Context: an optimization exercise on an open-source flow, tuned for small area, a short achievable clock period and few clock cycles. The choices shown serve that exercise and are no tape-out recipe.
The RTL was checked by simulation tests, not by an equivalence proof against the original design.
Power figures rest on the tool's default switching activity, not on a simulated workload.

## flow/config.mk

```make
export PLATFORM = sky130hd
export DESIGN_NAME = cnn_conv_top
export DESIGN_NICKNAME = cnn_conv_top
export VERILOG_FILES = /design/flow/design.v
export SDC_FILE = /design/flow/constraint.sdc
export NUM_CORES = 4
export LEC_CHECK = 0
export CAP_MARGIN = 20
export CORE_MARGIN = 2
export CORE_UTILIZATION = 50
export CTS_CLUSTER_DIAMETER = 80
export CTS_CLUSTER_SIZE = 28
export SLEW_MARGIN = 20
```

## flow/design.v

```verilog
`timescale 1ns/1ps
module cnn_conv_top (
    input  logic        clk,
    input  logic        reset,
    input  logic        pix_valid,
    output logic        pix_ready,
    input  logic [7:0]  pix_byte,
    output logic        out_valid,
    input  logic        out_ready,
    output logic [15:0] out_data,
    output logic [2:0]  out_channel,
    output logic        out_last
);
    localparam int IMG   = 28;
    localparam int DEPTH = 2 * IMG + 3;
    logic [7:0]         in_byte;    
    logic               in_full;
    logic [DEPTH*8-1:0] sr;         
    logic [4:0]         row;        
    logic [4:0]         col;
    logic               busy;       
    logic [6:0]         oh;         
    logic               win_last;   
    logic               s1v;        
    logic               hold;       
    logic               hold_last;
    logic [2:0]         oc;         
    logic               ov;         
    logic take, push, issue, adv_out, s1_take, feed, is_win, full_nx, busy_nx;
    logic [7:0] q_new;
    assign q_new = 8'(({1'b0, in_byte} + 9'd1) >> 1);
    assign take    = pix_valid && pix_ready;
    assign adv_out = !ov || out_ready;
    assign issue   = adv_out && ((oc == 3'd7) ? hold : s1v);
    assign s1_take = issue && (oc != 3'd7);
    assign feed    = busy && (!s1v || s1_take);
    assign push    = in_full && !busy;
    assign is_win  = (row >= 5'd2) && (col >= 5'd2);
    assign full_nx = take || (in_full && !push);
    assign busy_nx = push ? is_win : (busy && !(feed && oh[6]));
    always_ff @(posedge clk) begin
        if (!in_full || push) in_byte <= pix_byte;
        if (push) sr <= {sr[(DEPTH-1)*8-1:0], q_new};
    end
    always_ff @(posedge clk) begin
        if (reset) begin
            in_full   <= 1'b0;
            pix_ready <= 1'b1;
            busy      <= 1'b0;
            oh        <= 7'd1;
            s1v       <= 1'b0;
            hold      <= 1'b0;
            oc        <= 3'd0;
            row       <= 5'd0;
            col       <= 5'd0;
        end else begin
            in_full   <= full_nx;
            busy      <= busy_nx;
            pix_ready <= !full_nx || !busy_nx;
            s1v       <= feed || (s1v && !s1_take);
            if (issue) oc <= oc + 3'd1;
            if (issue && oc == 3'd7) hold <= 1'b0;
            if (feed && oh[6])       hold <= 1'b1;
            if (push) begin
                oh <= 7'd1;
                if (col == 5'(IMG - 1)) begin
                    col <= 5'd0;
                    row <= (row == 5'(IMG - 1)) ? 5'd0 : row + 5'd1;
                end else begin
                    col <= col + 5'd1;
                end
            end else if (feed) begin
                oh <= {oh[5:0], oh[6]};
            end
        end
    end
    always_ff @(posedge clk) begin
        if (push) win_last <= (row == 5'(IMG - 1)) && (col == 5'(IMG - 1));
        if (feed && oh[6]) hold_last <= win_last;
    end
    logic [7:0] a, b, c, d, e, f, g, h, i;
    assign a = sr[58*8 +: 8];
    assign b = sr[57*8 +: 8];
    assign c = sr[56*8 +: 8];
    assign d = sr[30*8 +: 8];
    assign e = sr[29*8 +: 8];
    assign f = sr[28*8 +: 8];
    assign g = sr[2*8 +: 8];
    assign h = sr[1*8 +: 8];
    assign i = sr[0*8 +: 8];
    logic [8:0]         r1_sa, r1_sb, r1_sc, r1_sd;
    logic signed [8:0]  r1_pn, r1_q4, r1_un, r1_vn6;  
    logic signed [9:0]  r1_e3;      
    logic signed [7:0]  r1_em6;     
    logic signed [9:0]  r2_zz, r2_ww;              
    logic [10:0]        r2_n;       
    logic signed [12:0] r3_y;
    logic [14:0]        r4_v7;
    logic signed [13:0] n14, y14;
    logic signed [19:0] w7;
    assign n14 = $signed({3'd0, r2_n});
    assign y14 = 14'(r3_y);
    assign w7  = $signed({y14, 7'd50}) - 20'(y14 <<< 1) - 20'(y14);
    always_ff @(posedge clk) begin
        r1_sa  <= {1'b0, a} + {1'b0, i};
        r1_sb  <= {1'b0, b} + {1'b0, h};
        r1_sc  <= {1'b0, c} + {1'b0, g};
        r1_sd  <= {1'b0, d} + {1'b0, f};
        r1_pn  <= $signed({1'b0, i}) - $signed({1'b0, a});
        r1_q4  <= $signed({1'b0, g}) - $signed({1'b0, c}) + 9'sd4;
        r1_un  <= $signed({1'b0, h}) - $signed({1'b0, b});
        r1_vn6 <= $signed({1'b0, f}) - $signed({1'b0, d}) - 9'sd6;
        r1_e3  <= $signed({1'b0, e, 1'b0}) + $signed({2'd0, e}) - 10'sd3;
        r1_em6 <= 8'(9'sd6 - $signed({1'b0, e}));
        r2_n   <= {2'd0, r1_sa} + {2'd0, r1_sc} + {2'd0, r1_sb} + {2'd0, r1_sd};
        r2_zz  <= 10'(14'(r1_q4) - (14'(r1_pn) <<< 1));
        r2_ww  <= 10'(14'sd28 - 14'(r1_un) - 14'(r1_vn6));
        r3_y   <= 13'((n14 <<< 1) + n14 + 14'(r1_em6));
    end
    always_ff @(posedge clk) begin
        if (!hold) begin
            if (y14 < 14'sd0)          r4_v7 <= 15'd0;
            else if (y14 > 14'sd2096)  r4_v7 <= 15'd32767;
            else                       r4_v7 <= w7[17:3];
        end
    end
    logic signed [13:0] se, si, spn, sq4, sun, svn6, ssb, ssd, szz, sww, oa, ob, oc_;
    assign se   = $signed({6'd0, e});
    assign si   = $signed({6'd0, i});
    assign spn  = 14'(r1_pn);
    assign sq4  = 14'(r1_q4);
    assign sun  = 14'(r1_un);
    assign svn6 = 14'(r1_vn6);
    assign ssb  = $signed({5'd0, r1_sb});
    assign ssd  = $signed({5'd0, r1_sd});
    assign szz  = 14'(r2_zz);
    assign sww  = 14'(r2_ww);
    logic signed [13:0] a0, b0, a1, b1, c1, a2, b2, c2, a3, b3, c3, a4, b4, c4, a5, b5, c5, a6, b6;
    logic signed [13:0] se3;
    assign se3 = 14'(r1_e3);
    assign a0 = (se <<< 3) | 14'sd1;    assign b0 = ~si;
    assign a1 = sq4 <<< 3;              assign b1 = sun <<< 3;     assign c1 = spn <<< 3;
    assign a2 = (spn <<< 2) | 14'sd1;   assign b2 = ~(sq4 <<< 2);  assign c2 = svn6 <<< 3;
    assign a3 = (se <<< 5) | 14'sd18;   assign b3 = ~(ssb <<< 3);  assign c3 = ~(ssd <<< 3);
    assign a4 = n14;                    assign b4 = ~(se <<< 1);   assign c4 = -14'sd47;
    assign a5 = szz <<< 1;              assign b5 = szz;           assign c5 = sww <<< 1;
    assign a6 = (se3 <<< 3) | 14'sd1;   assign b6 = ~(n14 <<< 1);
    assign oa  = ({14{oh[0]}} & a0) | ({14{oh[1]}} & a1) | ({14{oh[2]}} & a2) |
                 ({14{oh[3]}} & a3) | ({14{oh[4]}} & a4) | ({14{oh[5]}} & a5) |
                 ({14{oh[6]}} & a6);
    assign ob  = ({14{oh[0]}} & b0) | ({14{oh[1]}} & b1) | ({14{oh[2]}} & b2) |
                 ({14{oh[3]}} & b3) | ({14{oh[4]}} & b4) | ({14{oh[5]}} & b5) |
                 ({14{oh[6]}} & b6);
    assign oc_ = ({14{oh[1]}} & c1) | ({14{oh[2]}} & c2) | ({14{oh[3]}} & c3) |
                 ({14{oh[4]}} & c4) | ({14{oh[5]}} & c5);
    logic [13:0] s1_s, csa_s, csa_c;
    logic [13:1] s1_c;
    assign csa_s = oa ^ ob ^ oc_;
    assign csa_c = ((oa & ob) | (oa & oc_) | (ob & oc_)) << 1;
    always_ff @(posedge clk) begin
        if (feed) begin
            s1_s <= csa_s;
            s1_c <= csa_c[13:1];
        end
    end
    logic signed [13:0] t1;
    logic [15:0]        res;
    assign t1 = $signed(s1_s + {s1_c, 1'b0});
    always_comb begin
        if (oc == 3'd7)      res = {1'b0, r4_v7};
        else                 res = t1[13] ? 16'd0 : {6'd0, t1[12:3]};
    end
    always_ff @(posedge clk) begin
        if (reset) begin
            out_valid <= 1'b0;
            ov        <= 1'b0;
        end else if (adv_out) begin
            out_valid <= issue;
            ov        <= issue;
        end
    end
    always_ff @(posedge clk) begin
        if (adv_out) begin
            out_data    <= res;
            out_channel <= oc;
            out_last    <= (oc == 3'd7) && hold_last;
        end
    end
endmodule
```

## flow/constraint.sdc

```tcl
create_clock -name core_clock -period 9.0 [get_ports {clk}]
set_input_delay 1.8000 -clock core_clock [delete_from_list [all_inputs] [get_ports {clk}]]
set_output_delay 1.8000 -clock core_clock [all_outputs]
set_load 0.01 [all_outputs]
```

## flow/standard.sh

```bash
#!/bin/bash
# synth_recipe.tcl (not shown) runs the flow's synth.tcl, then flattens the netlist and writes it again
# the make line also repeats each setting of config.mk as NAME=value (left out here)
make -C /OpenROAD-flow-scripts/flow DESIGN_CONFIG=/design/flow/config.mk WORK_HOME=/design/flow/orfs CLKGATE_MAP_FILE= SYNTH_SCRIPT=/design/flow/synth_recipe.tcl "${@:-finish}"
```

## flow/flow/run.sh

```bash
#!/bin/bash
set -o pipefail
cp standard.sh standard.sh.txt
export SETUP_SLACK_MARGIN=6.1
bash standard.sh > standard.log 2>&1
```

==> results of run 1 <==
layout by cell type, fill, tap and decap left out, drive strengths merged, types with 12 or more instances in the layout:
cell type | netlist | layout
clkbuf | 24 | 41
dfxtp | 156 | 156
o211ai | 12 | 12
a21boi | 12 | 12
a21oi | 102 | 102
buf | 6 | 46
nor3 | 25 | 25
inv | 238 | 243
o21ai | 58 | 58
a22oi | 19 | 19
a21o | 15 | 15
fa | 60 | 60
xnor2 | 76 | 76
edfxtp | 542 | 542
a222oi | 15 | 15
nor2b | 26 | 26
xor2 | 36 | 36
nand2b | 12 | 12
nand3 | 25 | 25
nand2 | 82 | 82
ha | 193 | 193
nor2 | 93 | 93
worst max-delay path by stage:
stage	to	slack [ps]	cells after the start
detailed placement	pix_ready$_SDFF_PP1_	5250	9
CTS	out_channel[0]	6040	1
global route	r2_n[9]$_DFF_P_	5990	13
global placement	hold_last$_DFFE_PP_	5320	7
finish	out_channel[0]	6080	1
floorplan	sr[0]$_DFFE_PP_	950	2
through the flow:
step	instances	hold WS (ps)	setup WS [ps]
2_1_floorplan	1969	386.8	952.0
3_3_place_gp	2735	401.0	5319
3_5_place_dp	2735	404.5	5254
4_1_cts	2799	423.1	6037
5_1_grt	2811	426.7	5993
6_report	2811	419.2	6084
timing repair:
action | 4_1_cts | 5_1_grt
buffers inserted | 4 | 12
endpoints found under the setup margin | 342 | 143
endpoints found under the hold margin | 0 | 0
pin swaps | 12 | 12
cloned | 2 | 0
gates resized for setup | 115 | 30
logic make-up (layout without fill, tap and decap cells):
kind of cell | after synthesis | count (layout)
AO/OA/AOI/OAI | 327 | 327
XOR/XNOR | 112 | 112
adder cells (fa/ha/maj) | 253 | 253
buffers and inverters | 269 | 355
flip-flops | 698 | 698
multiplexers | 4 | 4
other | 1 | 1
AND/OR/NAND/NOR | 305 | 305
cells in the mapped netlist, drive strengths merged (4+ instances only):
| cell | n | area [um^2] |
|---|---|---|
| a31oi | 7 | 43.79 |
| or3 | 8 | 50.05 |
| a22oi | 19 | 142.6 |
| o211ai | 12 | 90.09 |
| nand2b | 12 | 75.07 |
| a221o | 4 | 40.04 |
| a211oi | 5 | 37.54 |
| o22ai | 5 | 37.53 |
| xnor2 | 76 | 673.2 |
| o41ai | 11 | 118.9 |
| clkbuf | 24 | 90.09 |
| nand2 | 82 | 307.8 |
| a21oi | 102 | 514.2 |
| o21ai | 58 | 294.0 |
| a222oi | 15 | 150.1 |
| edfxtp | 542 | 16280 |
| a211o | 4 | 35.03 |
| nor3 | 25 | 125.1 |
| o31ai | 11 | 82.58 |
| dfxtp | 156 | 3123 |
| fa | 60 | 1201 |
| nor2 | 93 | 349.1 |
| o21a | 10 | 75.07 |
| o221ai | 4 | 35.03 |
| a21boi | 12 | 90.09 |
| inv | 238 | 893.4 |
| nor2b | 26 | 162.7 |
| and3 | 5 | 32.53 |
| nor3b | 5 | 37.54 |
| nand3 | 25 | 125.1 |
| a21o | 15 | 112.6 |
| ha | 193 | 2415 |
| and2 | 8 | 50.05 |
| xor2 | 36 | 315.3 |
| a221oi | 5 | 43.79 |
| buf | 6 | 26.28 |
| mux2i | 4 | 40.04 |
| o21bai | 11 | 82.58 |
where the power goes:
part           switching, mW  internal (mW)  total (mW)
combinational           1.38           1.03        2.41
clock                   1.03          0.847        1.88
sequential             0.186           3.77        3.96
total                   2.59           5.65        8.24
sequential cells by signal, indices dropped and copies added, names as in the netlist, 9 cells and up:
name and flops:
r1_e3 10, r1_pn 9, r2_zz 10, out_data 15
s1_s 13, r2_n 11, r1_vn6 9, r1_q4 9
sr 472, s1_c 13, r3_y 13, r1_un 9
r4_v7 15, r2_ww 10
area by class of cell:
cell class                      count  area, um^2  area share
Timing Repair Buffer               57       462.9     0.01477
Timing Repair inverter              1       7.507   0.0002395
Inverter                          239       912.1     0.02910
Sequential cell                   698       19420      0.6197
Clock inverter                     17       222.7    0.007106
Tap cell                          756       945.9     0.03018
Clock buffer                       41       940.9     0.03002
Multi-Input combinational cell   1002        8426      0.2688
metal layers:
layer,vias to the layer above,global-route usage,share of wire
met5,-,0,0
met4,0,0.05093,0.022
met3,69,0.02379,0.048
met2,300,0.2702,0.45
met1,7293,0.2566,0.48
li1,7132,-,-
==> summary.md, run 1 <==
| Metric | Value |
|---|---|
| Status | finished clean |
| Die Y | 243.6 um |
| Fin. max-slew vios | 0 |
| ANT cells | 0 |
| Reg2reg path depth | 13 |
| Reg2reg end | r2_n[9]$_DFF_P_ |
| Worst-path cell chain | buf_2 |
| Simple-gate share of the synthesized area | 0.05032 |
| R2r setup slk | 6120 ps |
| Hold Buf Count CTS | 0 |
| Distinct cells, synth | 70 |
| CTS tree | done |
| Worst-Margin Slew | 935.8 ps |
| Ports | 34 |
| Hold EP | sr[173]$_DFFE_PP_ |
| Layout cell share with drive strength beyond 1 | 0.07786 |
| P per Cell Area | between 200 and 300 nW/um^2 |
| Relative slew margins | 0.3761 |
| Critical path endpoint category | output port |
| FFs w/ async S/R, synth | 0 |
| Fin crit period | 2916 ps |
| Starting density of the core | 0.5070 |
| WHS Path Cells | 0 |
| H-Tree Depth | 2 |
| CP top delay family | flip-flops |
| Arr. time, crit path | 1120 ps |
| Drt wl/cell | 18.18 um |
| Dpl hpwl | approximately 35 mm |
| Initial antenna violation count | 0 |
| Compound-gate portion of the synthesized area | 0.07639 |
| Max cap viols | 0 |
| Grt ovf | 0 |
| DRT iter0 DRCs | between 1000 and 1500 |
| CP bufs+invs | 1 |
| EDFF count, synth | 542 |
| Vias | 14794 |
| Pleak | 11.94 nW |
| Vias in the first global route | ~15000 |
| FF-to-FF Start | r1_sb[1]$_DFF_P_ |
| Final core utilization | 0.5537 |
| Cell area after layout | ~31000 um^2 |
| HP Class | register to register |
| Skew-Pair Late Insertion Delay | 580 ps |
| 1st-pass router iterations | 6 |
| Critical Path RT | 7200 ps |
| Final antenna-violating net count | 0 |
| Design Power | 8.242 mW |
| CP peak stage delay | between 300 and 400 ps |
| PortBufs | 32 |
| Mux share of post-synthesis cell area | 0.001395 |
| Hold Crit Start | sr[165]$_DFFE_PP_ |
| Pin count of the biggest net entering global routing | 135 |
| Final cycle utilization of the critical path | 0.3240 |
| Area growth, synth to finish | 9.213% |
| Maximum vdd ir drop | 343.0 uV |
| CTS Sinks | 698 |
| Synth Area in XOR/XNOR | 0.03445 |
| Startpoint types | register |
| Critical path class | register to output port |
| Setup total negative slack | 0 ps |
| Largest family of logic cells by synthesized area | adder cells |
| Net count reported at finish | 2299 |
| #FFs+latches synth | 698 |
| RSZ-0062 raised after global routing | yes |
| Slowest CP cell | edfxtp_1 |
| Fillers | 4579 |
| Worst Setup SP | out_channel[0]$_DFFE_PP_ |
| Global-route wire length before repair | 80.60 mm |
| Fin Clk Skew | 25.63 ps |
| Root Buffer | clkbuf_16 |
| Clock buffer depth | 3 |
| Mapped Cells | 1969 |
| GP Congestion | 0.8592 |
| Net Count, Synth | 2234 |
| Ys Warns | 1 |
| Primary FF master, synth | edfxtp_1 |
| Worst-path maximum fanout | 1 |
| Cell area after synthesis | between 20000 and 30000 um^2 |
| TritonCTS buffer count | 35 |
| DR vias/cell | 5.263 |
| Achievable Freq | 342.9 MHz |
| Hold Fails Final Rpt | 0 |
| Die Span X | 243.6 um |
| Mapped Avg Cell Area | between 10 and 15 um^2 |
| Row Count | 87 |
| Sequential area share after synthesis | 0.6760 |
| Die area | 59320 um^2 |
| DP Area | 29950 um^2 |
| Adder-cell area share of the yosys netlist | 0.1260 |
| Final number of setup-violating endpoints | 0 |
| Clock transition at the registers of the reported paths | 100 ps |
| GRT Overall Usage | 0.1737 |
| Core box area | between 50000 and 60000 um^2 |
| DR DRC count | 0 |
| Drt total wl | 51.11 mm |
Testbench counts, summed over its fixed seeds: cycles 44,144.
==> run 2, diff against run 1 <==
--- a/flow/config.mk
+++ b/flow/config.mk
@@ -7,7 +7,8 @@
 export LEC_CHECK = 0
 export CAP_MARGIN = 20
 export CORE_MARGIN = 2
-export CORE_UTILIZATION = 50
-export CTS_CLUSTER_DIAMETER = 80
-export CTS_CLUSTER_SIZE = 28
+export CORE_UTILIZATION = 55
+export CTS_CLUSTER_DIAMETER = 90
+export CTS_CLUSTER_SIZE = 26
+export PLACE_DENSITY = 0.75
 export SLEW_MARGIN = 20
==> run 2 against run 1 <==
Against the previous run: still clean; cell count fell by 2.7%; synthesized cell count did not move; combinational power shrank 4%; worst setup slack better by 16 ps; area after synthesis is the same; maximum frequency up 0.56%; first-iteration DRC count rose by 20%; largest power group unchanged.
==> summary.md, run 2 <==
| Metric | Value |
|---|---|
| Net Count, Synth | 2234 (unchanged) |
| Setup total negative slack | 0 ps (unchanged) |
| Critical path endpoint category | register |
| Drt total wl | 49.26 mm (-3.6%) |
| Initial antenna violation count | 1 (+1) |
| Pleak | 11.83 nW (-0.94%) |
| Ports | 34 (unchanged) |
| Final antenna-violating net count | 0 (unchanged) |
| Primary FF master, synth | edfxtp_1 |
| P per Cell Area | 257.4 nW/um^2 (-2.1%) |
| Fin. max-slew vios | 0 (unchanged) |
| WHS Path Cells | 0 (unchanged) |
| Layout cell share with drive strength beyond 1 | 0.07198 (-0.005874) |
| Placed Cells | 2657 (-2.9%) |
| CP top delay family | compound AO/OA/AOI/OAI gates |
| Grt ovf | 0 (unchanged) |
| Worst-path cell chain | inv_1, fa_1, ha_2, o211ai_1, nand2_1, a2111oi_0, or4_1, a21oi_1 |
| Commonest cells in the netlist | edfxtp_1 (542), inv_1 (237), ha_1 (193) |
| Skew-Pair Late Insertion Delay | 570 ps (about the same) |
| Fin Clk Skew | 16.02 ps (-9.609 ps) |
| Top Registers | sr: 472 flops, out_data: 15 flops, r4_v7: 15 flops |
| R2r setup slk | 6100 ps (-20 ps) |
| DR vias/cell | 5.427 (+3.1%) |
| Drt wl/cell | 18.00 um (-0.97%) |
| Sequential area share after synthesis | 0.6760 (unchanged) |
| HP Class | register to register |
| Vias in the first global route | 14678 (+0.63%) |
| Final cycle utilization of the critical path | 0.3222 (-0.001800) |
| Clock buffer depth | 3 (unchanged) |
| Relative slew margins | 0.3457 (-0.03038) |
| Global-route wire length before repair | 77.74 mm (-3.6%) |
| Starting density of the core | 0.5582 (+0.05127) |
| GRT Overall Usage | 0.1858 (+0.01214) |
| Worst-path maximum fanout | 5 (+4) |
| Critical Path RT | 9300 ps (+2100 ps) |
| GP Congestion | 0.9138 (+6.4%) |
| CTS tree | done |
| Net count reported at finish | 2296 (-0.13%) |
| Root Buffer | clkbuf_16 |
| PortBufs | 32 (unchanged) |
| CTS Sinks | 698 (unchanged) |
| EDFF count, synth | 542 (unchanged) |
| Cell area after synthesis | 28700 um^2 (unchanged) |
| Reg2reg path depth | 8 (-5) |
| Row Count | 83 (-4.6%) |
| Hold EP | sr[186]$_DFFE_PP_ |
| Top reg by flops | sr |
| Core box area | 51410 um^2 (-9.2%) |
| Commonest non-fill, non-tap cells in the layout | edfxtp_1 (542), inv_1 (230), ha_1 (189), dfxtp_1 (139), a21oi_1 (96) |
| Storage cell area | 19420 um^2 (unchanged) |
| Achievable Freq | 344.8 MHz (+0.56%) |
| DRT iter0 DRCs | 1472 (+20%) |
| Maximum vdd ir drop | 176.2 uV (-49%) |
| H-Tree Depth | 2 (unchanged) |
| FFs w/ async S/R, synth | 0 (unchanged) |
| Most common cell in the synthesized netlist | edfxtp_1 |
| Reg2reg end | r4_v7[11]$_SDFFCE_PP0N_ |
| Fin crit period | 2900 ps (-16.20 ps) |
| Status | finished clean |
| Hold Fails Final Rpt | 0 (unchanged) |
| Max FFs per register | 472 (unchanged) |
| CP bufs+invs | 1 (unchanged) |
| Critical path class | register to register |
| Mapped Cells | 1969 (unchanged) |
| Hold Crit Start | sr[178]$_DFFE_PP_ |
| Slowest CP cell | fa_1 |
| Clock transition at the registers of the reported paths | 100 ps (about the same) |
| Startpoint types | register |
| RSZ-0062 raised after global routing | yes |
| Top cells by area, synth | edfxtp_1 (57%), dfxtp_1 (11%), ha_1 (8.4%) |
| #FFs+latches synth | 698 (unchanged) |
| 1st-pass router iterations | 6 (unchanged) |
| Design Power | 7.982 mW (-3.2%) |
| Ys Warns | 1 (unchanged) |
| Pin count of the biggest net entering global routing | 186 (+38%) |
| CP peak stage delay | 530 ps (+140 ps) |
| Final number of setup-violating endpoints | 0 (unchanged) |
| DR DRC count | 0 (unchanged) |
| Fillers | 3925 (-14%) |
| Commonest non-fill, non-tap cell in the layout | edfxtp_1 |
| Top-area cell type share of the netlist area | 0.5672 (unchanged) |
| Worst-Margin Slew | 981.4 ps (+45.58 ps) |
| Non-filler cells, final | 2736 (-2.7%) |
| Die Y | 232.4 um (-4.6%) |
| TritonCTS buffer count | 34 (-2.9%) |
| Distinct cells, synth | 70 (unchanged) |
| Dominant cell type by area after synthesis | edfxtp_1 |
| Dpl hpwl | 33.92 mm (-2.0%) |
| Arr. time, crit path | 3200 ps (+2080 ps) |
| ANT cells | 0 (unchanged) |
| Die Span X | 232.4 um (-4.6%) |
| Mapped Avg Cell Area | 14.57 um^2 (unchanged) |
| FF-to-FF Start | r3_y[7]$_DFF_P_ |
| Area taken by multi-input logic gates | 8377 um^2 (-0.58%) |
| Die area | 54020 um^2 (-8.9%) |
| Vias | 14848 (+0.37%) |
| Area growth, synth to finish | 8.062% |
| Max cap viols | 0 (unchanged) |
-- run 2: changes by cell type in the layout (fill, tap and decap cells not counted), moves of 2 or more --
cell / change
clkbuf_1: +15
buf_16: -3
inv_8: -2
dfxtp_2: +3
dfxtp_1: -2
clkinvlp_4: -2
ha_1: -2
bufinv_16: -2
ha_2: +2
clkbuf_16: -2
clkinv_1: -2
buf_12: +2
inv_12: -3
-- run 2: cell type report --
| class | instances | area share |
|---|---|---|
| clock buffers | 54 | 0.03054 |
| clock inverters | 7 | 0.002421 |
| inverters | 239 | 0.02958 |
| multi-input cells | 1002 | 0.2701 |
| flip-flops and latches | 698 | 0.6263 |
| well taps | 680 | 0.02744 |
| repair buffers | 56 | 0.01356 |
-- run 2: cells by family after synthesis --
family | after synthesis | synth area share
compound gates | 327 | 0.07639
xor+xnor | 112 | 0.03445
fa+ha+maj | 253 | 0.1260
buf+inv | 269 | 0.03532
flops | 698 | 0.6760
mux | 4 | 0.001395
other cells | 1 | 0.0001307
simple gates | 305 | 0.05032
-- run 2: timing repair --
item	4_1_cts	5_1_grt
setup buffers	7	11
pin swaps	12	10
resized for setup	112	24
setup endpoints to repair	42	39
hold buffers	0	0
-- run 2: where the power goes --
part	internal, mW	total (mW)	switching (mW)
Clock	0.753	1.71	0.956
Sequential	3.77	3.96	0.189
Combinational	1.01	2.31	1.30
Total	5.54	7.98	2.44
-- run 2: worst max-delay path by stage --
stage / startpoint / end / slack [ps] / depth (start not counted)
2_1_floorplan: busy$_SDFF_PP0_ / sr[0]$_DFFE_PP_ / 950 / 2
3_3_place_gp: out_ready / pix_ready$_SDFF_PP1_ / 5340 / 9
3_5_place_dp: out_ready / pix_ready$_SDFF_PP1_ / 5280 / 9
4_1_cts: out_data[14]$_SDFFCE_PP0P_ / out_data[14] / 6070 / 1
5_1_grt: r1_sa[1]$_DFF_P_ / r2_n[7]$_DFF_P_ / 5990 / 13
6_report: r3_y[7]$_DFF_P_ / r4_v7[11]$_SDFFCE_PP0N_ / 6100 / 8
-- run 2: through the flow --
stage          utilization  setup WS [ps]  cell area [um^2]  hold slack [ps]
3_3_place_gp        0.5805           5341             29840            402.5
5_1_grt             0.6032           5991             31010            421.2
3_5_place_dp        0.5805           5283             29840            404.5
6_report            0.6032           6100             31010            418.4
4_1_cts             0.6003           6071             30860            422.8
2_1_floorplan            -          952.0             28710            386.8
-- run 2: per-layer routing --
| layer | global-route usage | wire length [um] | vias up |
|---|---|---|---|
| li1 | - | - | 7108 |
| met1 | 0.2739 | 23520 | 7318 |
| met3 | 0.02426 | 2461 | 74 |
| met5 | 0 | 0 | - |
| met2 | 0.2933 | 22300 | 348 |
| met4 | 0.04988 | 978 | 0 |
==> run 3, diff against run 2 <==
--- a/flow/config.mk
+++ b/flow/config.mk
@@ -7,8 +7,7 @@
 export LEC_CHECK = 0
 export CAP_MARGIN = 20
 export CORE_MARGIN = 2
-export CORE_UTILIZATION = 55
+export CORE_UTILIZATION = 50
 export CTS_CLUSTER_DIAMETER = 90
 export CTS_CLUSTER_SIZE = 26
-export PLACE_DENSITY = 0.75
 export SLEW_MARGIN = 20
==> run 3 against run 2 <==
Against the previous run: routed wire length up 4.1%; maximum frequency shrank 0.39%; critical path depth is 7 lower; cell count grew 2.9%; sequential share of layout area shrank 0.51 points; die area is 9.8% higher; via count decreased by 0.18%; first-iteration DRC count down 21%; cell area is 0.84% higher; worst setup slack worse by 11 ps; register-to-register slack improved by 60 ps; clock-buffer cell count is 2 higher; critical path type is now register to output port; largest power group unchanged; highest routed layer unchanged.
==> summary.md, run 3 <==
| Metric | Value |
|---|---|
| #FFs+latches synth | 698 (unchanged) |
| Critical Path RT | 7200 ps (-2100 ps) |
| Arr. time, crit path | 1110 ps (-2090 ps) |
| Worst-Margin Slew | 937.8 ps (-43.61 ps) |
| Critical path class | register to output port |
| Pin count of the biggest net entering global routing | 135 (-27%) |
| FFs w/ async S/R, synth | 0 (unchanged) |
| PortBufs | 32 (unchanged) |
| Hold Fails Final Rpt | 0 (unchanged) |
| Row Count | 87 (+4.8%) |
| Drt total wl | 51.28 mm (+4.1%) |
| EDFF count, synth | 542 (unchanged) |
| Fin crit period | 2911 ps (+11.35 ps) |
| Global-route wire length before repair | 80.35 mm (+3.4%) |
| Max FFs per register | 472 (unchanged) |
| Worst-path maximum fanout | 1 (-4) |
| Post-place setup slack | 5254 ps (-28.86 ps) |
| Status | finished clean |
| Top-area cell type share of the netlist area | 0.5672 (unchanged) |
| Top cells by area, synth | edfxtp_1 (57%), dfxtp_1 (11%), ha_1 (8.4%) |
| Most common cell in the synthesized netlist | edfxtp_1 |
| Core box area | 56600 um^2 (+10%) |
| Commonest non-fill, non-tap cells in the layout | edfxtp_1 (542), inv_1 (229), ha_1 (191), dfxtp_1 (140), a21oi_1 (96) |
| Critical path endpoint category | output port |
| Hold Buf Count CTS | 0 (unchanged) |
| Dominant cell type by area after synthesis | edfxtp_1 |
| Area growth, synth to finish | 8.964% |
| RSZ-0062 raised after global routing | yes |
| Clock buffer depth | 3 (unchanged) |
| TritonCTS buffer count | 35 (+2.9%) |
| Dpl hpwl | 34.63 mm (+2.1%) |
| HP Class | register to register |
| Ports | 34 (unchanged) |
| Die Span X | 243.6 um (+4.8%) |
| Grt ovf | 0 (unchanged) |
| Worst-path cell chain | buf_2 |
| Ys Warns | 1 (unchanged) |
| 1st-pass router iterations | 6 (unchanged) |
| Fillers | 4580 (+17%) |
| CP top delay family | flip-flops |
| Commonest cells in the netlist | edfxtp_1 (542), inv_1 (237), ha_1 (193) |
| DR vias/cell | 5.263 (-3.0%) |
| H-Tree Depth | 2 (unchanged) |
| Skew-Pair Late Insertion Delay | 570 ps (about the same) |
| Vias in the first global route | 14570 (-0.74%) |
| Maximum vdd ir drop | 341.6 uV (+94%) |
| Final antenna-violating net count | 0 (unchanged) |
| Final number of setup-violating endpoints | 0 (unchanged) |
| Starting density of the core | 0.5070 (-0.05127) |
| DR DRC count | 0 (unchanged) |
| Post-route worst setup slack | 6089 ps (-11.35 ps) |
| Achievable Freq | 343.5 MHz (-0.39%) |
| Commonest non-fill, non-tap cell in the layout | edfxtp_1 |
| Top Registers | sr: 472 flops, out_data: 15 flops, r4_v7: 15 flops |
| Startpoint types | register |
| Root Buffer | clkbuf_16 |
| Top reg by flops | sr |
| Net Count, Synth | 2234 (unchanged) |
| Net count reported at finish | 2299 (+0.13%) |
| Clock transition at the registers of the reported paths | 100 ps (about the same) |
| Mapped Cells | 1969 (unchanged) |
| GRT Overall Usage | 0.1728 (-0.01295) |
| CTS tree | done |
| Fin. max-slew vios | 0 (unchanged) |
| Vias | 14821 (-0.18%) |
| Final cycle utilization of the critical path | 0.3235 (+0.001261) |
| Primary FF master, synth | edfxtp_1 |
| Die area | 59320 um^2 (+9.8%) |
| DRT iter0 DRCs | 1160 (-21%) |
| CP peak stage delay | 390 ps (-140 ps) |
| Relative slew margins | 0.3748 (+0.02907) |
| Initial antenna violation count | 0 (-1) |
| CTS Sinks | 698 (unchanged) |
| Die Y | 243.6 um (+4.8%) |
| Cell area after synthesis | 28700 um^2 (unchanged) |
| Max cap viols | 0 (unchanged) |
| Sequential area share after synthesis | 0.6760 (unchanged) |
| GP Congestion | 0.8592 (-6.0%) |
| Drt wl/cell | 18.21 um (+1.1%) |
| CP bufs+invs | 1 (unchanged) |
| Fin Clk Skew | 31.32 ps (+15.30 ps) |
| Layout cell share with drive strength beyond 1 | 0.07476 (+0.002773) |
| Pleak | 11.91 nW (+0.69%) |
| Slowest CP cell | edfxtp_1 |
| Setup total negative slack | 0 ps (unchanged) |
| Distinct cells, synth | 70 (unchanged) |
| ANT cells | 0 (unchanged) |
| Mapped Avg Cell Area | 14.57 um^2 (unchanged) |
| P per Cell Area | 260.3 nW/um^2 (+1.1%) |
==> run 3: cell count changes in the layout (fill, tap and decap cells not counted), moves of 2 or more <==
cell / delta
buf_12: -2
buf_16: +3
clkbuf_16: +2
dfxtp_2: -2
ha_1: +2
ha_2: -2
inv_4: +2
inv_6: -2
==> run 3: cell type report <==
class	count	area [um^2]	share of cell area
flip-flops and latches	698	19420	0.6212
multi-input cells	1002	8413	0.2691
clock buffers	56	998.5	0.03193
well taps	756	945.9	0.03025
inverters	239	914.6	0.02925
repair buffers	56	455.4	0.01457
clock inverters	7	103.9	0.003321
repair inverters	2	13.76	0.0004402
==> run 3: path summary, 6_finish.rpt <==
kind / from / depth (start not counted) / slack, ps / end
worst max register to register: r1_sb[1]$_DFF_P_ / 13 / 6160 / r2_n[9]$_DFF_P_
worst max-delay path: out_channel[0]$_DFFE_PP_ / 1 / 6090 / out_channel[0]
worst min register to register: sr[347]$_DFFE_PP_ / 0 / 400 / sr[355]$_DFFE_PP_
worst min-delay path: sr[347]$_DFFE_PP_ / 0 / 400 / sr[355]$_DFFE_PP_
==> run 3: where the power goes <==
group	leakage [nW]	switching, mW	internal, mW
logic	5.17	1.36	1.02
registers	6.22	0.186	3.77
clock network	0.528	1.01	0.797
total	11.9	2.55	5.59
==> run 3: logic make-up after synthesis <==
kind of cell | after synthesis | synth area share
AOI/OAI and AO/OA | 327 | 0.07639
buffers and inverters | 269 | 0.03532
xor gates and xnor gates | 112 | 0.03445
adders and majority gates | 253 | 0.1260
DFF | 698 | 0.6760
muxes | 4 | 0.001395
and+or+nand+nor | 305 | 0.05032
other | 1 | 0.0001307
==> run 3: what timing repair did <==
item / CTS / global route
gates resized for setup: 114 / 30
endpoints found under the setup margin: 339 / 142
pin swaps: 8 / 17
setup buffers: 4 / 11
cloned: 3 / 0
==> run 3: per-layer routing <==
layer,track usage,share of wire,vias to the layer above
li1,-,-,7129
met1,0.2565,0.49,7346
met2,0.2707,0.45,283
met3,0.02523,0.041,63
met4,0.04179,0.019,0
met5,0,0,-
==> run 3: stage by stage <==
stage	util	power (mW)	cell area (um^2)	instances	hold slack, ps
2_1_floorplan	-	5.619	28710	1969	386.8
3_3_place_gp	0.5291	6.114	29950	2735	401.0
3_5_place_dp	0.5291	6.185	29950	2735	404.5
4_1_cts	0.5495	8.087	31100	2805	402.1
5_1_grt	0.5524	8.629	31270	2816	403.3
6_report	0.5524	8.139	31270	2816	401.2
==> run 4, diff against run 3 <==
==> flow/flow/run.sh (replaced) <==
#!/bin/bash
set -o pipefail
cp standard.sh standard.sh.txt
export SETUP_SLACK_MARGIN=6.2
bash standard.sh > standard.log 2>&1
==> run 4 against run 3 <==
Against the previous run: synthesized cell count unchanged; worst setup slack worse by 4.2 ps; sequential share of layout area down 0.39 points; cell area up 0.65%; clock power up 3%; critical path depth unchanged; clock skew up 2.9 ps; cell count up 0.28%; global-route usage up 0.068 points; area after synthesis unchanged; largest cell class unchanged; largest power group unchanged; highest routed layer unchanged.
==> summary.md, run 4 <==
| Metric | Value |
|---|---|
| Sequential area share after synthesis | 0.6760 (unchanged) |
| Area growth, synth to finish | 9.675% |
| Mapped Cells | 1969 (unchanged) |
| Net count reported at finish | 2305 (+0.26%) |
| Vias | 14854 (+0.22%) |
| Pin count of the biggest net entering global routing | 202 (+50%) |
| Area taken by multi-input logic gates | 8478 um^2 (+0.77%) |
| Fin. max-slew vios | 0 (unchanged) |
| Skew-Pair Late Insertion Delay | 590 ps (+20 ps) |
| Arr. time, crit path | 1120 ps (about the same) |
| Design Power | 8.234 mW (+1.2%) |
| GP Congestion | 0.8535 (-0.66%) |
| Pleak | 11.98 nW (+0.59%) |
| Worst-path cell chain | buf_2 |
| Clock transition at the registers of the reported paths | 100 ps (about the same) |
| Fin Clk Skew | 34.23 ps (+2.906 ps) |
| ANT cells | 0 (unchanged) |
| Critical Path RT | 7200 ps (about the same) |
| HP Class | register to register |
| Dpl hpwl | 34.23 mm (-1.2%) |
| Startpoint types | register |
| PortBufs | 32 (unchanged) |
| Layout cell share with drive strength beyond 1 | 0.08801 (+0.01325) |
| Final cycle utilization of the critical path | 0.3239 (+0.0004633) |
| Max FFs per register | 472 (unchanged) |
| Core box area | 56600 um^2 (unchanged) |
| Clock buffer depth | 3 (unchanged) |
| Root Buffer | clkbuf_16 |
| P per Cell Area | 261.6 nW/um^2 (+0.52%) |
| Die Span X | 243.6 um (unchanged) |
| DP Area | 29950 um^2 (unchanged) |
| Non-filler cells, final | 2824 (+0.28%) |
| Final core utilization | 0.5560 (+0.003603) |
| Slowest CP cell | edfxtp_1 |
| Commonest cells in the netlist | edfxtp_1 (542), inv_1 (237), ha_1 (193) |
| Achievable Freq | 343.0 MHz (-0.14%) |
| Storage cell area | 19430 um^2 (about the same) |
| Die Y | 243.6 um (unchanged) |
| Commonest non-fill, non-tap cell in the layout | edfxtp_1 |
| CP peak stage delay | 390 ps (about the same) |
| Setup total negative slack | 0 ps (unchanged) |
| Initial antenna violation count | 0 (unchanged) |
| Hold Fails Final Rpt | 0 (unchanged) |
| CTS Sinks | 698 (unchanged) |
| Max cap viols | 0 (unchanged) |
| CP bufs+invs | 1 (unchanged) |
| Vias in the first global route | 14476 (-0.65%) |
| Commonest non-fill, non-tap cells in the layout | edfxtp_1 (542), inv_1 (225), ha_1 (187), dfxtp_1 (137), a21oi_1 (96) |
| Cell area after synthesis | 28700 um^2 (unchanged) |
| Worst-Margin Slew | 1021 ps (+83.53 ps) |
| Distinct cells, synth | 70 (unchanged) |
| Placed Cells | 2734 (-0.037%) |
| Critical path class | register to output port |
| Die area | 59320 um^2 (unchanged) |
| #FFs+latches synth | 698 (unchanged) |
| Ports | 34 (unchanged) |
| Ys Warns | 1 (unchanged) |
| Primary FF master, synth | edfxtp_1 |
| Starting density of the core | 0.5070 (unchanged) |
| Top cells by area, synth | edfxtp_1 (57%), dfxtp_1 (11%), ha_1 (8.4%) |
| EDFF count, synth | 542 (unchanged) |
| Grt ovf | 0 (unchanged) |
| Final number of setup-violating endpoints | 0 (unchanged) |
| Drt wl/cell | 18.26 um (+0.24%) |
| Net Count, Synth | 2234 (unchanged) |
| Mapped Avg Cell Area | 14.57 um^2 (unchanged) |
| CP top delay family | flip-flops |
| FFs w/ async S/R, synth | 0 (unchanged) |
| Fillers | 4590 (+0.22%) |
| CTS tree | done |
| DR vias/cell | 5.260 (about the same) |
| H-Tree Depth | 2 (unchanged) |
| Worst-path maximum fanout | 1 (unchanged) |
| Maximum vdd ir drop | 319.1 uV (-6.6%) |
| Most common cell in the synthesized netlist | edfxtp_1 |
| Top-area cell type share of the netlist area | 0.5672 (unchanged) |
| Final antenna-violating net count | 0 (unchanged) |
| 1st-pass router iterations | 6 (unchanged) |
| Status | finished clean |
| Top Registers | sr: 472 flops, out_data: 15 flops, r4_v7: 15 flops |
| Top reg by flops | sr |
| TritonCTS buffer count | 36 (+2.9%) |
| Cell area after layout | 31470 um^2 (+0.65%) |
| Fin crit period | 2915 ps (+4.170 ps) |
| DR DRC count | 0 (unchanged) |
| Hold Buf Count CTS | 0 (unchanged) |
| GRT Overall Usage | 0.1735 (+0.0006815) |
| Dominant cell type by area after synthesis | edfxtp_1 |
| Row Count | 87 (unchanged) |
| Critical path endpoint category | output port |
| DRT iter0 DRCs | 1176 (+1.4%) |
| Relative slew margins | 0.3191 (-0.05569) |
| RSZ-0062 raised after global routing | yes |
| Drt total wl | 51.55 mm (+0.52%) |
| Global-route wire length before repair | 80.40 mm (about the same) |
-- run 4: cell counts after synthesis --
Identical to the previous run, type by type.
-- run 4: logic make-up (layout without fill, tap and decap cells) --
family,after synthesis,count (layout),share of synthesized area
adders and majority gates,253,253,0.1260
other,1,1,0.0001307
buffers and inverters,269,368,0.03532
xor gates and xnor gates,112,112,0.03445
muxes,4,4,0.001395
DFF,698,698,0.6760
AOI/OAI and AO/OA,327,327,0.07639
and+or+nand+nor,305,305,0.05032
-- run 4: final timing paths --
path                                    from           endpoint  slack, ps  cells after the start
hold / removal             sr[391]$_DFFE_PP_  sr[399]$_DFFE_PP_        410                      0
hold reg to reg            sr[391]$_DFFE_PP_  sr[399]$_DFFE_PP_        410                      0
setup reg to reg            r1_sa[1]$_DFF_P_    r2_n[9]$_DFF_P_       6130                     13
setup / recovery  out_data[10]$_SDFFCE_PP0P_       out_data[10]       6080                      1
-- run 4: final cells by class --
class | count | area share
Timing Repair inverter | 2 | 0.0004373
Inverter | 239 | 0.02926
Clock inverter | 13 | 0.004969
Multi-Input combinational cell | 1002 | 0.2694
Timing Repair Buffer | 61 | 0.01598
Sequential cell | 698 | 0.6173
Tap cell | 756 | 0.03005
Clock buffer | 53 | 0.03264
-- run 4: routing by layer --
metal,routed length [um],track usage,share of wire
met3,2510,0.02655,0.049
met4,895,0.04017,0.017
met1,24600,0.2577,0.48
met2,23540,0.2714,0.46
met5,0,0,0
-- run 4: timing repair --
action / in CTS / in global routing
gates cloned: 1 / 2
pin swaps: 14 / 21
setup buffers: 10 / 11
gates resized for setup: 125 / 42
endpoints found under the setup margin: 229 / 243
-- run 4: stage by stage --
stage	hold WS [ps]	setup WS, ps
after global placement	401.1	5329
after floorplan	386.8	952.0
after global routing	412.7	6018
after detailed placement	404.5	5239
after CTS	412.6	5948
final	405.5	6085
-- run 4: where the power goes --
part	switching [mW]	leakage, nW	internal (mW)
registers	0.190	6.22	3.77
logic	1.36	5.20	1.05
clock network	1.03	0.565	0.835
total	2.58	12.0	5.66
==> run 5, diff against run 4 <==
==> flow/flow/run.sh (replaced) <==
#!/bin/bash
set -o pipefail
cp standard.sh standard.sh.txt
export SETUP_SLACK_MARGIN=6.1
bash standard.sh > standard.log 2>&1
--- a/flow/config.mk
+++ b/flow/config.mk
@@ -8,6 +8,7 @@
 export CAP_MARGIN = 20
 export CORE_MARGIN = 2
 export CORE_UTILIZATION = 50
-export CTS_CLUSTER_DIAMETER = 90
-export CTS_CLUSTER_SIZE = 26
+export CTS_BUF_LIST = sky130_fd_sc_hd__clkbuf_8
+export CTS_CLUSTER_DIAMETER = 70
+export CTS_CLUSTER_SIZE = 20
 export SLEW_MARGIN = 20
==> run 5 against run 4 <==
Against the previous run: still clean on timing, DRC and antenna; synthesized cell count unchanged; sequential power about the same; clock skew up 6.5 ps; critical endpoint is now out_channel[0]; largest cell class unchanged.
==> summary.md, run 5 <==
| Metric | Value |
|---|---|
| Achievable Freq | 334.5 MHz (-2.5%) |
| TritonCTS buffer count | 44 (+22%) |
| Reg2reg path depth | 13 (unchanged) |
| Drt total wl | 51.61 mm (+0.11%) |
| Die Span X | 243.6 um (unchanged) |
| Adder-cell area share of the yosys netlist | 0.1260 (unchanged) |
| Compound-gate portion of the synthesized area | 0.07639 (unchanged) |
| Status | finished clean |
| Clock buffer depth | 3 (unchanged) |
| HP Class | register to register |
| H-Tree Depth | 2 (unchanged) |
| Net Count, Synth | 2234 (unchanged) |
| Arr. time, crit path | 1190 ps (+70 ps) |
| Post-place setup slack | 5254 ps (+15.54 ps) |
| Top-area cell type share of the netlist area | 0.5672 (unchanged) |
| CP top delay family | flip-flops |
| Max FFs per register | 472 (unchanged) |
| Fin crit period | 2989 ps (+74.14 ps) |
| Largest family of logic cells by synthesized area | adder cells |
| CP peak stage delay | 390 ps (about the same) |
| Worst hold slack | 417.1 ps (+11.61 ps) |
| #FFs+latches synth | 698 (unchanged) |
| Top cells by area, synth | edfxtp_1 (57%), dfxtp_1 (11%), ha_1 (8.4%) |
| Commonest cells in the netlist | edfxtp_1 (542), inv_1 (237), ha_1 (193) |
| Area growth, synth to finish | 8.332% |
| Hold Crit Start | sr[34]$_DFFE_PP_ |
| Pin count of the biggest net entering global routing | 135 (-33%) |
| Grt ovf | 0 (unchanged) |
| Critical path class | register to output port |
| Relative slew margins | 0.3629 (+0.04380) |
| Clock transition at the registers of the reported paths | 130 ps (+30 ps) |
| Final cycle utilization of the critical path | 0.3322 (+0.008238) |
| Starting density of the core | 0.5070 (unchanged) |
| Commonest non-fill, non-tap cells in the layout | edfxtp_1 (542), inv_1 (246), ha_1 (191), dfxtp_1 (140), a21oi_1 (96) |
| Dpl hpwl | 34.63 mm (+1.2%) |
| Startpoint types | register |
| DR vias/cell | 5.230 (-0.56%) |
| Sequential area share after synthesis | 0.6760 (unchanged) |
| Critical Path RT | 7200 ps (about the same) |
| Worst-Margin Slew | 955.6 ps (-65.71 ps) |
| Hold EP | sr[42]$_DFFE_PP_ |
| Reg2reg end | r2_n[9]$_DFF_P_ |
| Global-route wire length before repair | 81.07 mm (+0.83%) |
| Ports | 34 (unchanged) |
| Setup total negative slack | 0 ps (unchanged) |
| DRT iter0 DRCs | 1171 (-0.43%) |
| Skew-Pair Late Insertion Delay | 680 ps (+90 ps) |
| Critical path endpoint category | output port |
| Slowest CP cell | edfxtp_1 |
| Maximum vdd ir drop | 340.3 uV (+6.6%) |
| RSZ-0062 raised after global routing | yes |
| Worst-path cell chain | buf_2 |
| Distinct cells, synth | 70 (unchanged) |
| Commonest non-fill, non-tap cell in the layout | edfxtp_1 |
| Fin. max-slew vios | 0 (unchanged) |
| Simple-gate share of the synthesized area | 0.05032 (unchanged) |
| Final number of setup-violating endpoints | 0 (unchanged) |
| GRT Overall Usage | 0.1746 (+0.001057) |
| Initial antenna violation count | 1 (+1) |
| Critical path depth | 1 (unchanged) |
| Fin Clk Skew | 40.71 ps (+6.487 ps) |
| CTS tree | done |
| Vias in the first global route | 14669 (+1.3%) |
| WHS Path Cells | 0 (unchanged) |
| Met3 usage | 0.02390 (-0.002644) |
| Die area | 59320 um^2 (unchanged) |
| Top reg by flops | sr |
| R2r setup slk | 6140 ps (about the same) |
| Ys Warns | 1 (unchanged) |
| FF-to-FF Start | r1_sb[1]$_DFF_P_ |
| GP Congestion | 0.8592 (+0.67%) |
| Top Registers | sr: 472 flops, out_data: 15 flops, r4_v7: 15 flops |
| Vias | 14844 (-0.067%) |
| Most common cell in the synthesized netlist | edfxtp_1 |
| CTS Sinks | 698 (unchanged) |
| Worst-path maximum fanout | 1 (unchanged) |
| Max cap viols | 0 (unchanged) |
| CP bufs+invs | 1 (unchanged) |
| Pleak | 11.92 nW (-0.54%) |
| Fillers | 4645 (+1.2%) |
| Core box area | 56600 um^2 (unchanged) |
| Final core utilization | 0.5492 (-0.006808) |
| Primary FF master, synth | edfxtp_1 |
| Hold Fails Final Rpt | 0 (unchanged) |
| Layout cell share with drive strength beyond 1 | 0.08409 (-0.003914) |
| Root Buffer | clkbuf_8 |
| P per Cell Area | 253.7 nW/um^2 (-3.0%) |
| Final antenna-violating net count | 0 (unchanged) |
| Die Y | 243.6 um (unchanged) |
| Mapped Cells | 1969 (unchanged) |
| DP Area | 29950 um^2 (unchanged) |
| Dominant cell type by area after synthesis | edfxtp_1 |
| Cell area after layout | 31090 um^2 (-1.2%) |
| Post-route worst setup slack | 6011 ps (-74.14 ps) |
| GR Layer Usage met1 | 0.2586 (+0.0008422) |
| DR DRC count | 0 (unchanged) |
| Synth Area in XOR/XNOR | 0.03445 (unchanged) |
| Met2 Track Usage GR | 0.2706 (-0.0008379) |
| Mux share of post-synthesis cell area | 0.001395 (unchanged) |
| Drt wl/cell | 18.19 um (-0.38%) |
| Hold Buf Count CTS | 0 (unchanged) |
| 1st-pass router iterations | 6 (unchanged) |
| PortBufs | 32 (unchanged) |
| FFs w/ async S/R, synth | 0 (unchanged) |
| Row Count | 87 (unchanged) |
| Cell area after synthesis | 28700 um^2 (unchanged) |
| Net count reported at finish | 2310 (+0.22%) |
| EDFF count, synth | 542 (unchanged) |
| Mapped Avg Cell Area | 14.57 um^2 (unchanged) |
| GR peak layer | met2 |
-- run 5: layout make-up --
class | count | area (um^2) | area share
Antenna cell | 1 | 2.502 | 0.00008050
Clock buffer | 45 | 619.3 | 0.01992
Clock inverter | 37 | 229.0 | 0.007365
Inverter | 239 | 914.6 | 0.02942
Multi-Input combinational cell | 1002 | 8446 | 0.2717
Sequential cell | 698 | 19420 | 0.6248
Tap cell | 756 | 945.9 | 0.03043
Timing Repair Buffer | 59 | 499.2 | 0.01606
Timing Repair inverter | 1 | 7.507 | 0.0002415
-- run 5: how the worst max path moves through the flow --
| stage | startpoint | end |
|---|---|---|
| 4_1_cts | out_channel[0]$_DFFE_PP_ | out_channel[0] |
| 6_report | out_channel[0]$_DFFE_PP_ | out_channel[0] |
| 5_1_grt | out_data[11]$_SDFFCE_PP0P_ | out_data[11] |
| 2_1_floorplan | busy$_SDFF_PP0_ | sr[0]$_DFFE_PP_ |
| 3_3_place_gp | out_ready | hold_last$_DFFE_PP_ |
| 3_5_place_dp | out_ready | pix_ready$_SDFF_PP1_ |
-- run 5: report_power, final --
part / leakage (nW) / total [mW] / switching (mW) / internal (mW)
logic: 5.19 / 2.42 / 1.38 / 1.04
registers: 6.22 / 3.96 / 0.188 / 3.77
clock network: 0.508 / 1.51 / 0.990 / 0.522
total: 11.9 / 7.89 / 2.56 / 5.33
-- run 5: cells by family after synthesis --
logic type | count (synthesis)
AO/OA/AOI/OAI | 327
XOR/XNOR | 112
adder cells (fa/ha/maj) | 253
buffers and inverters | 269
flip-flops | 698
multiplexers | 4
other | 1
AND/OR/NAND/NOR | 305
-- run 5: per-layer routing --
layer  vias to the layer above  wire, um
li1                       7147         -
met1                      7326     25040
met2                       294     23200
met3                        77      2280
met4                         0      1089
met5                         -         0
-- run 5: timing repair --
| item | 4_1_cts | 5_1_grt |
|---|---|---|
| gates resized for setup | 117 | 37 |
| pin swaps | 15 | 17 |
| cloned | 2 | 0 |
| endpoints found under the hold margin | 0 | 0 |
| setup endpoints to repair | 338 | 109 |
| setup buffers | 4 | 14 |
-- run 5: stage by stage --
step | cells | power, mW
4_1_cts | 2823 | 7.802
5_1_grt | 2838 | 8.380
3_3_place_gp | 2735 | 6.114
2_1_floorplan | 1969 | 5.619
3_5_place_dp | 2735 | 6.185
6_report | 2838 | 7.888
==> run 6, diff against run 5 <==
--- a/flow/config.mk
+++ b/flow/config.mk
@@ -8,7 +8,7 @@
 export CAP_MARGIN = 20
 export CORE_MARGIN = 2
 export CORE_UTILIZATION = 50
-export CTS_BUF_LIST = sky130_fd_sc_hd__clkbuf_8
-export CTS_CLUSTER_DIAMETER = 70
-export CTS_CLUSTER_SIZE = 20
+export CTS_BUF_LIST = sky130_fd_sc_hd__clkbuf_16
+export CTS_CLUSTER_DIAMETER = 60
+export CTS_CLUSTER_SIZE = 34
 export SLEW_MARGIN = 20
==> run 6 against run 5 <==
Against the previous run: still clean on timing, DRC and antenna; sequential cell count did not move; cell count fell by 0.28%; sequential power barely moved; power rose by 10%; global-route usage barely moved; critical path type unchanged; critical endpoint unchanged; largest cell class unchanged.
==> summary.md, run 6 <==
| Metric | Value |
|---|---|
| Status | finished clean |
| Maximum vdd ir drop | 390.1 uV (+15%) |
| Global-route wire length before repair | 80.94 mm (-0.16%) |
| Die area | 59320 um^2 (unchanged) |
| Pin count of the biggest net entering global routing | 135 (unchanged) |
| Net Count, Synth | 2234 (unchanged) |
| Worst Setup SP | out_channel[0]$_DFFE_PP_ |
| GRT Overall Usage | 0.1743 (-0.0003276) |
| Top Registers | sr: 472 flops, out_data: 15 flops, r4_v7: 15 flops |
| Final cycle utilization of the critical path | 0.3274 (-0.004784) |
| Max FFs per register | 472 (unchanged) |
| Area growth, synth to finish | 11.01% |
| H-Tree Depth | 2 (unchanged) |
| DR DRC count | 0 (unchanged) |
| EDFF count, synth | 542 (unchanged) |
| CP bufs+invs | 1 (unchanged) |
| Cell area after layout | 31860 um^2 (+2.5%) |
| CP peak stage delay | 390 ps (about the same) |
| Primary FF master, synth | edfxtp_1 |
| R2r setup slk | 6150 ps (about the same) |
| Vias | 14935 (+0.61%) |
| Fin crit period | 2946 ps (-43.06 ps) |
| Initial antenna violation count | 0 (-1) |
| HP Class | register to register |
| Hold Fails Final Rpt | 0 (unchanged) |
| Distinct cells, synth | 70 (unchanged) |
| PortBufs | 32 (unchanged) |
| CP top delay family | flip-flops |
| Fin Clk Skew | 43.55 ps (+2.838 ps) |
| #FFs+latches synth | 698 (unchanged) |
| Vias in the first global route | 14673 (+0.027%) |
| 1st-pass router iterations | 7 (+1) |
| Clock transition at the registers of the reported paths | 110 ps (-20 ps) |
| Dpl hpwl | 34.63 mm (unchanged) |
| Most common cell in the synthesized netlist | edfxtp_1 |
| Non-filler cells, final | 2830 (-0.28%) |
| Top cells by area, synth | edfxtp_1 (57%), dfxtp_1 (11%), ha_1 (8.4%) |
| Row Count | 87 (unchanged) |
| Arr. time, crit path | 1150 ps (-40 ps) |
| Worst-Margin Slew | 930.7 ps (-24.89 ps) |
| Drt total wl | 51.52 mm (-0.17%) |
| TritonCTS buffer count | 43 (-2.3%) |
| FFs w/ async S/R, synth | 0 (unchanged) |
| Root Buffer | clkbuf_16 |
| Top reg by flops | sr |
| Reg2reg path depth | 13 (unchanged) |
| Sequential area share after synthesis | 0.6760 (unchanged) |
| Critical path endpoint category | output port |
| Worst-path cell chain | buf_2 |
| Slowest CP cell | edfxtp_1 |
| Worst-path maximum fanout | 1 (unchanged) |
| Grt ovf | 0 (unchanged) |
| Final number of setup-violating endpoints | 0 (unchanged) |
| Hold EP | sr[194]$_DFFE_PP_ |
| FF-to-FF Start | r1_sb[1]$_DFF_P_ |
| WHS Path Cells | 0 (unchanged) |
| Mapped Avg Cell Area | 14.57 um^2 (unchanged) |
| P per Cell Area | 272.7 nW/um^2 (+7.5%) |
| Clock buffer depth | 3 (unchanged) |
| Fin. max-slew vios | 0 (unchanged) |
| Core box area | 56600 um^2 (unchanged) |
| CTS tree | done |
| Die Span X | 243.6 um (unchanged) |
| CTS Sinks | 698 (unchanged) |
| GP Congestion | 0.8592 (unchanged) |
| Commonest non-fill, non-tap cells in the layout | edfxtp_1 (542), inv_1 (232), ha_1 (190), dfxtp_1 (140), a21oi_1 (96) |
| DP Area | 29950 um^2 (unchanged) |
| Ports | 34 (unchanged) |
| Hold Crit Start | sr[186]$_DFFE_PP_ |
| Pleak | 12.18 nW (+2.2%) |
| Cell area after synthesis | 28700 um^2 (unchanged) |
| Critical path class | register to output port |
| Drt wl/cell | 18.21 um (+0.11%) |
| Top-area cell type share of the netlist area | 0.5672 (unchanged) |
| Layout cell share with drive strength beyond 1 | 0.08824 (+0.004141) |
| Commonest non-fill, non-tap cell in the layout | edfxtp_1 |
| Skew-Pair Late Insertion Delay | 620 ps (-60 ps) |
| Commonest cells in the netlist | edfxtp_1 (542), inv_1 (237), ha_1 (193) |
| Net count reported at finish | 2304 (-0.26%) |
| Setup total negative slack | 0 ps (unchanged) |
| RSZ-0062 raised after global routing | yes |
| Ys Warns | 1 (unchanged) |
| Max cap viols | 0 (unchanged) |
| Critical Path RT | 7200 ps (about the same) |
| Reg2reg end | r2_n[9]$_DFF_P_ |
| Dominant cell type by area after synthesis | edfxtp_1 |
| Final antenna-violating net count | 0 (unchanged) |
| Starting density of the core | 0.5070 (unchanged) |
| DRT iter0 DRCs | 1260 (+7.6%) |
| ANT cells | 0 (-1) |
| Hold Buf Count CTS | 0 (unchanged) |
| Placed Cells | 2735 (unchanged) |
| DR vias/cell | 5.277 (+0.90%) |
| Die Y | 243.6 um (unchanged) |
| Mapped Cells | 1969 (unchanged) |
| Relative slew margins | 0.3795 (+0.01659) |
| Achievable Freq | 339.4 MHz (+1.5%) |
| Startpoint types | register |
==> run 6: per-layer routing <==
| metal | vias to the layer above | track usage | part of all wire |
|---|---|---|---|
| met5 | - | 0 | 0 |
| met2 | 294 | 0.2702 | 0.45 |
| li1 | 7160 | - | - |
| met1 | 7399 | 0.2567 | 0.48 |
| met3 | 82 | 0.02578 | 0.047 |
| met4 | 0 | 0.05183 | 0.022 |
==> run 6: metrics by stage <==
step	total power, mW	hold slack (ps)	setup slack (ps)	utilization
5_1_grt	9.190	403.2	5994	0.5628
3_5_place_dp	6.185	404.5	5254	0.5291
3_3_place_gp	6.114	401.0	5319	0.5291
6_report	8.686	400.9	6054	0.5628
4_1_cts	8.622	399.4	5948	0.5599
2_1_floorplan	5.619	386.8	952.0	-
==> run 6: area by class of cell <==
type                       instances  area [um^2]
timing repair buffer              54        452.9
fill                            4541        24750
clock inverter                    36        584.3
sequential                       698        19420
multi-input combinational       1002         8428
tap                              756        945.9
timing repair inverter             1        7.507
inverter                         239        912.1
clock buffer                      44         1101
==> run 6: cells by family after synthesis <==
family          share of synthesized area
flops                              0.6760
compound gates                    0.07639
simple gates                      0.05032
buf+inv                           0.03532
fa+ha+maj                          0.1260
xor+xnor                          0.03445
mux                              0.001395
other cells                     0.0001307
==> run 6: power by group <==
group	total, mW	internal (mW)	switching, mW
clock network	2.32	1.07	1.25
registers	3.96	3.77	0.191
logic	2.41	1.04	1.37
total	8.69	5.88	2.81
==> run 6: worst max path at each step <==
stage	to	slack [ps]	cells after the start
3_3_place_gp	hold_last$_DFFE_PP_	5320	7
2_1_floorplan	sr[0]$_DFFE_PP_	950	2
6_report	out_channel[0]	6050	1
3_5_place_dp	pix_ready$_SDFF_PP1_	5250	9
5_1_grt	out_channel[0]	5990	1
4_1_cts	pix_ready	5950	1
==> run 6: what timing repair did <==
item,4_1_cts,5_1_grt
gates cloned,2,0
buffers inserted,4,9
pin swaps,12,12
endpoints found under the setup margin,338,144
gates resized for setup,113,34
hold endpoints to repair,0,0

## what the ideal ports hide
The results above use ideal ports. As a check the final layouts listed here were re-extracted and re-timed, cells and wires unchanged.
Step 1: set_driving_cell puts a clkbuf_16 on clk and a buf_2 on each other input, an assumption about the parent block.
Step 2 also shifts input and output timing later by t, the mid clock arrival at the registers, as if the neighbouring blocks saw the same clock.
Slacks: ideal / step 1 / step 2; pairs: ideal / step 1.
| run | shift t [ns] | setup slack, ns | worst setup path after step 2 | worst register clock-pin slew, ns |
|---|---|---|---|---|
| run 1 | 0.629 | 6.084 / 6.024 / 5.550 | input to register | 0.11 / 0.11 |
| run 2 | 0.619 | 6.100 / 6.053 / 5.596 | input to register | 0.10 / 0.10 |
| run 3 | 0.620 | 6.089 / 6.029 / 5.619 | input to register | 0.11 / 0.11 |
| run 4 | 0.635 | 6.085 / 6.023 / 5.628 | input to register | 0.11 / 0.11 |
| run 5 | 0.716 | 6.011 / 5.954 / 5.537 | input to register | 0.13 / 0.13 |
| run 6 | 0.657 | 6.054 / 5.995 / 5.572 | input to register | 0.11 / 0.11 |
After both steps every run listed still meets setup and hold. The setup slack of run 1, which loses most, moves by -0.060 ns with the drivers and by -0.534 ns with both steps.
